This is an optimization exercise on Yosys and OpenROAD, whose aim is small area, a short achievable clock period and few clock cycles per item, not a production implementation.
Only simulation tests tie the RTL to the original design; equivalence was not proved.
Power figures rest on the tool's default switching activity, not on a simulated workload.

Setup of run 1:
==> flow/design.v (excerpt) <==
module env_step_top (
    input  wire         i_clk,
    input  wire         i_rstn,
    input  wire  [31:0] i_mem_rdata,
    output logic [5:0]  o_mem_addr,
    output logic [31:0] o_mem_wdata,
    output logic        o_mem_we
);
Size in the first run: roughly 1,600 cells after synthesis, roughly 73 I/O pins, about 17,000 sq um of cells after synthesis.
Settings: LEC_CHECK=0, ABC_AREA=1, CAP_MARGIN=20, CORE_MARGIN=2, CORE_UTILIZATION=40, CTS_BUF_LIST=sky130_fd_sc_hd__clkbuf_8, CTS_CLUSTER_DIAMETER=60, CTS_CLUSTER_SIZE=20, SETUP_SLACK_MARGIN=2.5, SLEW_MARGIN=20; clock period 4.5 ns.
run.sh (not shown) runs the stock make flow with config.mk's settings and CLKGATE_MAP_FILE= SYNTH_SCRIPT=/design/flow/synth_recipe.tcl, a recipe that flattens the netlist after the stock synthesis.
Both conditions hold for run 1: the flow ran to the end and the final layout passed the timing, DRC and antenna checks.
Testbench counts of run 1, summed over its fixed seeds: cycles 38,280, steps 1,600.
diff inputs: run 1 => run 2
# run 1
export LEC_CHECK = 0
export ABC_AREA = 1
export CAP_MARGIN = 20
export CORE_MARGIN = 2
export CORE_UTILIZATION = 40
export CTS_BUF_LIST = sky130_fd_sc_hd__clkbuf_8
export CTS_CLUSTER_DIAMETER = 60
export CTS_CLUSTER_SIZE = 20
export SETUP_SLACK_MARGIN = 2.5
export SLEW_MARGIN = 20
create_clock -name core_clock -period 4.5 [get_ports {i_clk}]
# run 2
export LEC_CHECK = 0
export ABC_AREA = 1
export CAP_MARGIN = 20
export CORE_MARGIN = 2
export CORE_UTILIZATION = 60
export CTS_CLUSTER_DIAMETER = 80
export CTS_CLUSTER_SIZE = 30
export SETUP_SLACK_MARGIN = 2.5
export SLEW_MARGIN = 20
create_clock -name core_clock -period 4.5 [get_ports {i_clk}]
## What came out
There was hardly any difference in final number of setup-violating endpoints between run 2 and run 1.
Run 2 vs run 1: fmax up by a few percent
Relative contribution of combinational cells to total power (higher): run 1
Routed length per instance: run 2 vs run 1 — no meaningful difference
Cell area (run 2 vs. run 1) decreases by a few percent
From run 1 to run 2 the numbers moved as follows: via-per-instance ratio +7.0%, routing usage on met1 went up by 11 points.
Insertion delay to the later sink of the worst-skew pair was lower in run 2 than in run 1.
Of the two candidates, run 1 has the worse wire length and run 2 the better one.
On number of distinct library cell variants in the gate-level netlist after synthesis, run 2 tracks run 1 almost exactly.
diff inputs: run 2 => run 3
# run 2
export LEC_CHECK = 0
export ABC_AREA = 1
export CAP_MARGIN = 20
export CORE_MARGIN = 2
export CORE_UTILIZATION = 60
export CTS_CLUSTER_DIAMETER = 80
export CTS_CLUSTER_SIZE = 30
export SETUP_SLACK_MARGIN = 2.5
export SLEW_MARGIN = 20
create_clock -name core_clock -period 4.5 [get_ports {i_clk}]
# run 3
export LEC_CHECK = 0
export ABC_AREA = 1
export CAP_MARGIN = 20
export CORE_MARGIN = 2
export CORE_UTILIZATION = 40
export CTS_CLUSTER_DIAMETER = 80
export CTS_CLUSTER_SIZE = 30
export SETUP_SLACK_MARGIN = 2.5
export SLEW_MARGIN = 20
create_clock -name core_clock -period 4.5 [get_ports {i_clk}]
--- outcome ---
| slew at the pin with the worst max-slew slack | run 3 vs run 2 | 95 ps lower |. Across both runs, total design power was higher for run 3 than for run 2. Run 3: register-to-register slack is 30 ps higher than what run 2 reported. Delta (run 3 minus run 2): sequential portion of the cell area decreased 2.2 points, global-route wire length before repair increased 6.9%, total routed wirelength increased 8.1%, multi-input logic portion of the cell area decreased 0.17 points. From run 2 to run 3 the numbers moved as follows: area of all placed cells without fillers now sits higher; fmax went down about 0.9%; adder-cell share of the synthesized area flat.
Relative to run 3, the following input files were edited for run 4:
# run 3
export LEC_CHECK = 0
export ABC_AREA = 1
export CAP_MARGIN = 20
export CORE_MARGIN = 2
export CORE_UTILIZATION = 40
export CTS_CLUSTER_DIAMETER = 80
export CTS_CLUSTER_SIZE = 30
export SETUP_SLACK_MARGIN = 2.5
export SLEW_MARGIN = 20
create_clock -name core_clock -period 4.5 [get_ports {i_clk}]
# run 4
export LEC_CHECK = 0
export ABC_AREA = 1
export CAP_MARGIN = 20
export CORE_MARGIN = 2
export CORE_UTILIZATION = 40
export CTS_CLUSTER_DIAMETER = 80
export CTS_CLUSTER_SIZE = 30
export SETUP_SLACK_MARGIN = 2.7
export SLEW_MARGIN = 20
create_clock -name core_clock -period 4.5 [get_ports {i_clk}]
Results
Going from run 3 to run 4, the share of final-layout standard cells stronger than drive strength 1 was found to have gone up by 6.2 points. Share of total power in combinational logic (run 4 over run 3): increase, 1.7 points. Going from run 3 to run 4, clock period minus final worst setup slack comparable, share of total power in the clock network now smaller, proportion of final cell area spent on non-clock buffers now larger, cell count after placement comparable. Run 3 was smaller in final cell area than run 4. Total net switching power in run 4 vs run 3: up 5.3%. Run 3 and run 4 ended up with roughly the same final worst setup slack. Changes observed in run 4 relative to run 3: combined global-route utilization of all metal layers ~0 delta; utilization +1.5 points.

========
run A:
The RTL this note starts from:
==> flow/design.v <==
`timescale 1ns/1ps
`default_nettype none
module env_step_top (
    input  wire         i_clk,
    input  wire         i_rstn,
    input  wire  [31:0] i_mem_rdata,
    output logic [5:0]  o_mem_addr,
    output logic [31:0] o_mem_wdata,
    output logic        o_mem_we
);
    localparam logic [5:0] ACT_ADDR  = 6'd16;
    localparam logic [5:0] FLAG_ADDR = 6'd17;
    localparam logic [5:0] OBS_ADDR  = 6'd18;
    localparam logic [5:0] RWD_ADDR  = 6'd34;
    localparam logic [5:0] DONE_ADDR = 6'd35;
    localparam logic [3:0] S_POLLA0  = 4'd7;  
    localparam logic [3:0] S_POLLF   = 4'd1;  
    localparam logic [3:0] S_POLLA   = 4'd2;  
    localparam logic [3:0] S_LOAD    = 4'd3;  
    localparam logic [3:0] S_WRITE   = 4'd4;  
    localparam logic [3:0] S_RWD     = 4'd5;
    localparam logic [3:0] S_DONE    = 4'd6;
    localparam logic [3:0] S_CLEAR   = 4'd0;
    localparam logic [3:0] S_RA      = 4'd8;   
    localparam logic [3:0] S_RB      = 4'd9;   
    localparam logic [3:0] S_RESTART = 4'd10;  
    logic [31:0] ring [16];
    logic [15:0] v1;        
    logic [31:0] w;         
    logic [15:0] ad;        
    logic [15:0] oh;        
    logic [15:0] oh_nxt;    
    logic [15:0] oh_nxt2;   
    logic        act_q;     
    logic        w_step_q;  
    logic        verify_q;  
    logic [3:0]  ph;
    logic [3:0]  st;
    logic [3:0]  cnt;
    logic        loaded;    
    logic        ins;       
    logic [5:0]  addr_q;
    logic        we_q;
    assign o_mem_addr  = addr_q;
    assign o_mem_wdata = w;
    assign o_mem_we    = we_q;
    function automatic logic [15:0] inc16(input logic [15:0] x);
        for (int i = 0; i < 16; i++) inc16[i] = x[i] ^ (&(x | ~((16'd1 << i) - 16'd1)));
    endfunction
    function automatic logic [15:0] dec16(input logic [15:0] x);
        for (int i = 0; i < 16; i++) dec16[i] = x[i] ^ (&(~x | ~((16'd1 << i) - 16'd1)));
    endfunction
    logic               act;   
    logic [15:0]        pos_n;
    logic signed [15:0] wpos;
    logic               wdone;
    logic               flag_set, reload, mismatch, keep;
    logic               load_ad;   
    logic [15:0]        ad_n;
    logic [31:0]        rwd_word, w_other;
    always_comb begin
        for (int i = 0; i < 16; i++) begin
            oh[i]      = oh_nxt[(i + 1) % 16];
            oh_nxt2[i] = oh_nxt[(i + 15) % 16];
        end
    end
    assign act   = load_ad ? |(oh_nxt & i_mem_rdata[15:0]) : act_q;
    assign pos_n = ring[0][31:16] + v1;
    assign wpos  = w[31:16];
    assign wdone = (wpos > 16'sd1000) || (wpos < -16'sd1000);
    assign flag_set = (i_mem_rdata != '0);
    assign reload   = (i_mem_rdata == 32'd2) || !loaded;
    assign mismatch = verify_q && (i_mem_rdata[15:0] != ad);
    assign keep     = (st == S_WRITE) && !mismatch;  
    always_comb begin
        ad_n = ad;
        for (int i = 0; i < 16; i++) begin
            if (st == S_WRITE && oh[(i + 1) % 16]) ad_n[i] = wdone;
        end
    end
    always_comb begin
        rwd_word = '0;
        for (int i = 0; i < 16; i++) rwd_word[2*i] = ~ad_n[i];
    end
    always_comb begin
        if (st == S_WRITE)    w_other = rwd_word;
        else if (st == S_RWD) w_other = {16'd0, ad};
        else                  w_other = '0;
    end
    always_ff @(posedge i_clk) begin
        for (int j = 0; j < 16; j++) ring[j] <= ring[(j + 1) % 16];
        if (ins)  ring[1]  <= i_mem_rdata;
        if (keep) ring[14] <= w;
        v1 <= act ? inc16(ring[1][15:0]) : dec16(ring[1][15:0]);
        act_q <= |(oh_nxt2 & (load_ad ? i_mem_rdata[15:0] : ad));
        for (int i = 0; i < 16; i++) oh_nxt[i] <= (ph == 4'((i + 14) % 16));
        if (load_ad) ad <= i_mem_rdata[15:0];
        else         ad <= ad_n;
        if (w_step_q) w <= {pos_n, v1};
        else          w <= w_other;
    end
    logic [3:0] st_n;
    logic [3:0] cnt_n;
    logic [5:0] addr_n;
    logic       we_n;
    always_comb begin
        st_n   = st;
        cnt_n  = cnt + 4'd1;
        addr_n = ACT_ADDR;
        we_n   = 1'b0;
        case (st)
            S_POLLA0: begin
                st_n   = S_POLLF;
                addr_n = FLAG_ADDR;
            end
            S_POLLF: begin
                st_n   = S_POLLA;
                addr_n = ACT_ADDR;
            end
            S_POLLA: begin
                if (!flag_set) begin
                    st_n   = S_POLLF;
                    addr_n = FLAG_ADDR;
                end else if (reload) begin
                    st_n   = S_LOAD;
                    cnt_n  = '0;
                    addr_n = {2'b00, ph + 4'd4};
                end else begin
                    st_n   = S_WRITE;
                    cnt_n  = '0;
                    addr_n = OBS_ADDR + {2'b00, ph};
                    we_n   = 1'b1;
                end
            end
            S_LOAD: begin
                addr_n = {2'b00, ph + 4'd4};
                if (cnt == 4'd15) begin
                    st_n   = S_WRITE;
                    addr_n = OBS_ADDR + {2'b00, ph};
                    we_n   = 1'b1;
                end
            end
            S_RA: begin
                st_n = S_RB;
            end
            S_RB: begin
                st_n = S_RESTART;
            end
            S_RESTART: begin
                st_n   = S_WRITE;
                cnt_n  = '0;
                addr_n = OBS_ADDR + {2'b00, ph};
                we_n   = 1'b1;
            end
            S_WRITE: begin
                addr_n = OBS_ADDR + {2'b00, ph};
                we_n   = 1'b1;
                if (mismatch) begin
                    st_n   = S_RA;
                    addr_n = ACT_ADDR;
                    we_n   = 1'b0;
                end else if (cnt == 4'd15) begin
                    st_n   = S_RWD;
                    addr_n = RWD_ADDR;
                end
            end
            S_RWD: begin
                st_n   = S_DONE;
                addr_n = DONE_ADDR;
                we_n   = 1'b1;
            end
            S_DONE: begin
                st_n   = S_CLEAR;
                addr_n = FLAG_ADDR;
                we_n   = 1'b1;
            end
            default: begin  
                st_n   = S_POLLA0;
                addr_n = ACT_ADDR;
            end
        endcase
    end
    always_ff @(posedge i_clk) begin
        cnt      <= cnt_n;
        addr_q   <= addr_n;
        ins      <= (st == S_LOAD);
        load_ad  <= (st_n == S_POLLF) || (st_n == S_LOAD && cnt_n == 4'd0) || (st_n == S_RB);
        verify_q <= (st == S_POLLA) && flag_set && !reload;
        w_step_q <= !((st == S_WRITE && cnt >= 4'd14) || st == S_RWD);
    end
    always_ff @(posedge i_clk or negedge i_rstn) begin
        if (!i_rstn) begin
            st     <= S_CLEAR;
            ph     <= '0;
            loaded <= 1'b0;
            we_q   <= 1'b0;
        end else begin
            st   <= st_n;
            ph   <= ph + 4'd1;
            we_q <= we_n;
            if (st == S_LOAD && cnt == 4'd15) loaded <= 1'b1;
        end
    end
endmodule
`default_nettype wire
clock: 4.5 ns
lec_check: 0
cap_margin: 20
core_margin: 2
core_utilization: 40
cts_cluster_diameter: 80
cts_cluster_size: 30
setup_slack_margin: 3.0
slew_margin: 20
Run A: no failed stages, no open violations at the end
Testbench counts of run A, summed over its fixed seeds: cycles 38,280, steps 1,600.
diff inputs: run A => run B
- setting ABC_AREA to 1 for the first time
- changing CORE_UTILIZATION from 40 to 50
- changing SETUP_SLACK_MARGIN from 3.0 to 2.5
Notes after the runs:
Looking at number of rows created at floorplan across run B and run A, the one that comes out lower is run B.
Share of cell area taken by flip-flops and latches (lower): run A
The via count of the first global-routing pass in run B was higher than what run A gave.
Looking at number of logic stages on the critical path including buffering, run B sits 9 below run A.
Synthesized-area fraction occupied by ao, oa, aoi and oai cells was higher in the run labelled run A.
Largest fanout of any net on the critical path: run B < run A
Run B vs run A — final design instance area without fill dropped 9.4%.
Run B vs run A: routed wire length down
Length of routed met3 wiring in run B is 18% lower than in run A
In run B relative to run A, synthesized cell count had gone up by more than a quarter.
Final cycle utilization of the critical path: lower on run B
> inputs changed (run B -> run C)
- SETUP_SLACK_MARGIN now 2.3, was 2.5
- CORE_UTILIZATION now 40, was 50
[summary]
- On proportion of synthesized area in mux cells, run C and run B are neck and neck.
- Run B has higher ratio of total power to cell area than run C.
- As far as count of mapped cells out of synthesis goes, run B and run C are indistinguishable; the numbers are identical.
- Core occupancy in the finished layout, run C and run B: larger value in run B
- Compared run C against run B; number of sequential cells within noise.
- Startpoint-to-endpoint class of the critical path = flip-flop to primary output: run B; startpoint-to-endpoint class of the critical path = primary input to flip-flop: run C
- In the flow results for run C and run B, the largest stage delay on the critical path is smaller on run B.
- From run B to run C the numbers moved as follows: cell count along the critical path up 8; sequential share of layout area down 0.35 points.
--- input diff run C..run D ---
- a change of SETUP_SLACK_MARGIN from 2.3 to 2.6
--- outcome ---
Of the two candidates, run C has the better design area and run D the worse one.
Run D vs. run C: critical path depth went down by 8.
Taking run C as the reference point, the part of the total power dissipated in the clock network of run D falls by 0.8 points.
Re power consumed by sequential cells: run D and run C aren't equal, and the higher value belongs to run D.
Run D vs run C, cell with the biggest individual delay on the critical path: sky130_fd_sc_hd__dfrtp_1 vs sky130_fd_sc_hd__clkdlybuf4s50_1
Status: wire length parity (run C, run D)
Diff run C..run D | async set or reset register ratio after synthesis | unchanged
Run C -> run D: number of nets in the synthesized netlist delta 0, exact match
Iteration count of the initial detailed-routing pass (run D over run C): increase, 1
Compared with run C, run D shows fraction of final layout cells sized beyond drive strength 1 higher by 9.7 points.
Of run D and run C, the higher clock period minus final worst setup slack belongs to run C.

========
Setup of v3:
Another version of the RTL of env_step_top (not shown whole).
Size in the first run: roughly 1600 cells after synthesis, about 600 flip-flops, about 73 I/O pins, roughly 17000 um^2 of cells after synthesis.
Settings: LEC_CHECK=0, ABC_AREA=1, CAP_MARGIN=20, CORE_MARGIN=2, CORE_UTILIZATION=40, CTS_CLUSTER_DIAMETER=80, CTS_CLUSTER_SIZE=30, SETUP_SLACK_MARGIN=3.0, SLEW_MARGIN=20; clock period 4.5 ns.
Testbench counts of v3, summed over its fixed seeds: cycles 38,280, steps 1,600.
### v3 -> v23
Settings: SETUP_SLACK_MARGIN now 2.6, was 3.0.
==> comparison <==
Summary — shortest period the worst path allows, v23 relative to v3: lower, by 0.0055 ns.
The final area in v23 is 0.895 times that in v3.
Worst-case setup margin in the final layout: v3 and v23 compared, higher one is v23
Sequential share of layout area was higher in the run labelled v23.
v3 has higher reported net switching power than v23.
[inputs] v21 vs v23
Settings: CORE_UTILIZATION changed from 40 to 50; SETUP_SLACK_MARGIN changed from 2.6 to 3.0; PLACE_DENSITY newly set to 0.65; ABC_AREA removed (was 1).
==> comparison <==
Setup slack in v21 is smaller than in v23. For via count, dividing the value from v23 by the value from v21 gives 1.08. Taking v23 as the reference, in v21 area after synthesis moved down, routed wire length now sits higher, final cell count without fillers moved down, sequential share of layout area lower, number of cells on the critical path up 6. Comparing required time of the critical path for v23 and v21, the bigger number came from v21. Going from v23 to v21, the die area was shrunk. Looking at launch point of the critical path, the we_q result is from v23; the st[0] one comes from v21. Re multiplexer fraction of the synthesized cell area: v21 is 5.1 points up on v23. Diff v23 -> v21 | data arrival at the endpoint of the critical path | increase of 1.59 ns.

separate check: timing with driven ports:
The results above use ideal ports. As a check the final layouts listed here were re-extracted and re-timed, cells and wires unchanged.
Step 1 (the two cells are an assumption about what drives the block):
set clk [get_ports {i_clk}]
set_driving_cell -lib_cell sky130_fd_sc_hd__clkbuf_16 $clk
set_driving_cell -lib_cell sky130_fd_sc_hd__buf_2 [delete_from_list [all_inputs] $clk]
Step 2, shift: input delay + t, output delay - t, t = (earliest + latest rising clock arrival at the registers) / 2. This alone moves slack from input paths to output paths.
Slacks: ideal ports / drivers / drivers and shift; pairs: ideal ports / drivers.
run | t, ns | setup slack, ns | clock arrival spread, ns
run 1 | 0.669 | 2.464 / 2.413 / 1.874 | 0.029 / 0.030
run 2 | 0.611 | 2.526 / 2.475 / 1.956 | 0.029 / 0.029
run 3 | 0.625 | 2.508 / 2.453 / 1.900 | 0.020 / 0.019
run 4 | 0.632 | 2.508 / 2.451 / 2.057 | 0.022 / 0.022
run A | 0.627 | 2.133 / 2.133 / 1.791 | 0.037 / 0.037
run B | 0.618 | 2.512 / 2.458 / 1.990 | 0.029 / 0.028
run C | 0.625 | 2.301 / 2.286 / 1.667 | 0.020 / 0.020
run D | 0.628 | 2.492 / 2.442 / 2.025 | 0.029 / 0.030
v3 | 0.624 | 2.478 / 2.425 / 1.939 | 0.027 / 0.026
v23 | 0.635 | 2.484 / 2.430 / 2.077 | 0.022 / 0.022
v21 | 0.619 | 2.223 / 2.223 / 1.726 | 0.017 / 0.017
After both steps every run listed still meets setup and hold. The setup slack of run C, which loses most, moves by -0.015 ns with the drivers and by -0.634 ns with both steps.
